Background: an optimization exercise with open tools, aiming at small area, a short achievable clock period and few clock cycles per item. Do not read the settings as production practice.
Function was checked by simulation only, so behaviour that the tests miss may differ from the original.
Power and IR drop assume default switching activity.

// vector_clock_table_unit
module vector_clock_table_unit
#(
    parameter int CAPACITY = 16
)
(
    input  logic                clk,
    input  logic                rst_n,
    input  logic                item_valid,
    output logic                item_ready,
    input  logic                item_mode,
    input  logic [ID_W-1:0]     item_actor_key,
    input  logic [CLOCK_W-1:0]  item_peer_clock,
    output logic                result_valid,
    input  logic                result_ready,
    output logic [STATUS_W-1:0] result_status,
    output logic [CLOCK_W-1:0]  result_clock_value,
    input  logic                cfg_wr_en,
    input  logic [ID_W-1:0]     cfg_wr_data
);
==> flow/config.mk <==
export PLATFORM = sky130hd
export DESIGN_NAME = vector_clock_table_unit
export DESIGN_NICKNAME = vector_clock_table_unit
export VERILOG_FILES = /design/flow/design.v
export SDC_FILE = /design/flow/constraint.sdc
export NUM_CORES = 4
export LEC_CHECK = 0
export CAP_MARGIN = 20
export CORE_MARGIN = 2
export CORE_UTILIZATION = 55
export PLACE_DENSITY = 0.7
export SETUP_SLACK_MARGIN = 3.3
export SLEW_MARGIN = 20
==> flow/constraint.sdc <==
create_clock -name core_clock -period 6.0 [get_ports {clk}]
set_input_delay 1.2000 -clock core_clock [delete_from_list [all_inputs] [get_ports {clk}]]
set_output_delay 1.2000 -clock core_clock [all_outputs]
set_load 0.01 [all_outputs]
run.sh (not shown) runs the stock make flow with config.mk's settings and CLKGATE_MAP_FILE= SYNTH_SCRIPT=/design/flow/synth_recipe.tcl, a recipe that flattens the netlist after the stock synthesis.
Testbench counts at the start, summed over its fixed seeds: cycles 5,027, items 4,800.
Next try:
==> flow/flow/run.sh (new file) <==
#!/bin/bash
set -o pipefail
cp standard.sh standard.sh.txt 2>/dev/null
export BUFFER_PORTS_ARGS="-buffer_cell sky130_fd_sc_hd__buf_4"
bash standard.sh > standard.log 2>&1
==> flow/standard.sh (new file) <==
#!/bin/bash
# synth_recipe.tcl (not shown) runs the flow's synth.tcl, then flattens the netlist and writes it again
# the make line also repeats each setting of config.mk as NAME=value (left out here)
make -C /OpenROAD-flow-scripts/flow DESIGN_CONFIG=/design/flow/config.mk WORK_HOME=/design/flow/orfs CLKGATE_MAP_FILE= SYNTH_SCRIPT=/design/flow/synth_recipe.tcl "${@:-finish}"
removed: flow/run.sh
After rerunning: First-iteration DRC count shrinks slightly; clock-buffer cell count is lower by 54; synthesized area does not change; routed wire length came out lower by a few percent; cell area is lower slightly; worst hold slack degrades by 31 ps; final cell count is about the same; global-route usage is about the same; synthesized cell count does not change; worst setup slack improved by 15 ps.


## job 5010
Another version of the RTL of vector_clock_table_unit (not shown whole).
Size: about 2700 flip-flops, ~270 I/O pins, about 100000 sq um of cells after synthesis.
==> flow/config.mk <==
export PLATFORM = sky130hd
export DESIGN_NAME = vector_clock_table_unit
export DESIGN_NICKNAME = vector_clock_table_unit
export VERILOG_FILES = /design/flow/design.v
export SDC_FILE = /design/flow/constraint.sdc
export NUM_CORES = 4
export LEC_CHECK = 0
export CAP_MARGIN = 20
export CORE_MARGIN = 2
export CORE_UTILIZATION = 55
export PLACE_DENSITY = 0.7
export SETUP_SLACK_MARGIN = 3.4
export SLEW_MARGIN = 20
==> flow/constraint.sdc <==
create_clock -name core_clock -period 6.0 [get_ports {clk}]
set_input_delay 1.2000 -clock core_clock [delete_from_list [all_inputs] [get_ports {clk}]]
set_output_delay 1.2000 -clock core_clock [all_outputs]
set_load 0.01 [all_outputs]
Stock flow here: none of the scripts above is used.
Job 5010: PASS, flow complete, no timing, DRC or antenna violations
Testbench counts of job 5010, summed over its fixed seeds: cycles 5,035, items 4,800.
Inputs modified between job 5010 and job 9183:
diff --git a/flow/config.mk b/flow/config.mk
--- a/flow/config.mk
+++ b/flow/config.mk
@@ -12 +12 @@
-export SETUP_SLACK_MARGIN = 3.4
+export SETUP_SLACK_MARGIN = 3.0
Notes after the runs:
Final critical path time including I/O delays and setup ends up higher on job 9183. Net count of the finished layout ended up 1.2% lower on job 9183 than on job 5010. Route | job 9183 vs job 5010 | wire shorter in job 9183. Any difference in wire length of the first global-routing pass between job 9183 and job 5010 is small enough to ignore. The clock network fraction of design power was comparable across job 9183 and job 5010. As far as post-synth design cell area goes, job 5010 and job 9183 are indistinguishable; the numbers are identical. [job 9183] final critical-path setup slack fell 0.012 ns relative to job 5010. Of the two values seen for startpoint of the most critical setup path, u_datapath.c3[48] was produced by job 9183 and u_datapath.k0[56] by job 5010. Comparing job 9183 and job 5010, the lower fraction of standard cell area that is sequential is on job 5010.

-- port drivers added, routing unchanged --
How much do the figures lean on ideal ports? The routed layouts below were timed once more, with nothing changed but the port constraints. Step 1 sets driving cells, clkbuf_16 on the clock port and buf_2 on the other inputs (assumed; they add their load-dependent delay and slew). Step 2 adds t to the input delays and takes it off the output delays; t is the mean of the earliest and latest rising clock arrival at the registers after step 1. Input paths then give back, and output paths get back, about the clock's delay inside the block. a / b / c = ideal ports / drivers / drivers and shift; a / b = the first two.
run	shift t [ns]	slack for setup (ns)	worst setup path after step 2	worst register clock-pin slew, ns	cell pins on the clock port's net
the first run of note 1	0.996	2.810 / 2.810 / 2.562	input to register	0.08 / 0.08	1
the second run of note 1	0.956	2.825 / 2.825 / 2.825	register to register	0.08 / 0.08	1
job 5010	0.988	2.530 / 2.530 / 2.383	input to register	0.07 / 0.07	1
job 9183	0.997	2.518 / 2.518 / 1.998	input to register	0.07 / 0.07	1
After both steps setup and hold are still met in every run listed. The setup slack of job 9183, which loses most, moves by 0.000 ns with the drivers and by -0.520 ns with both steps.
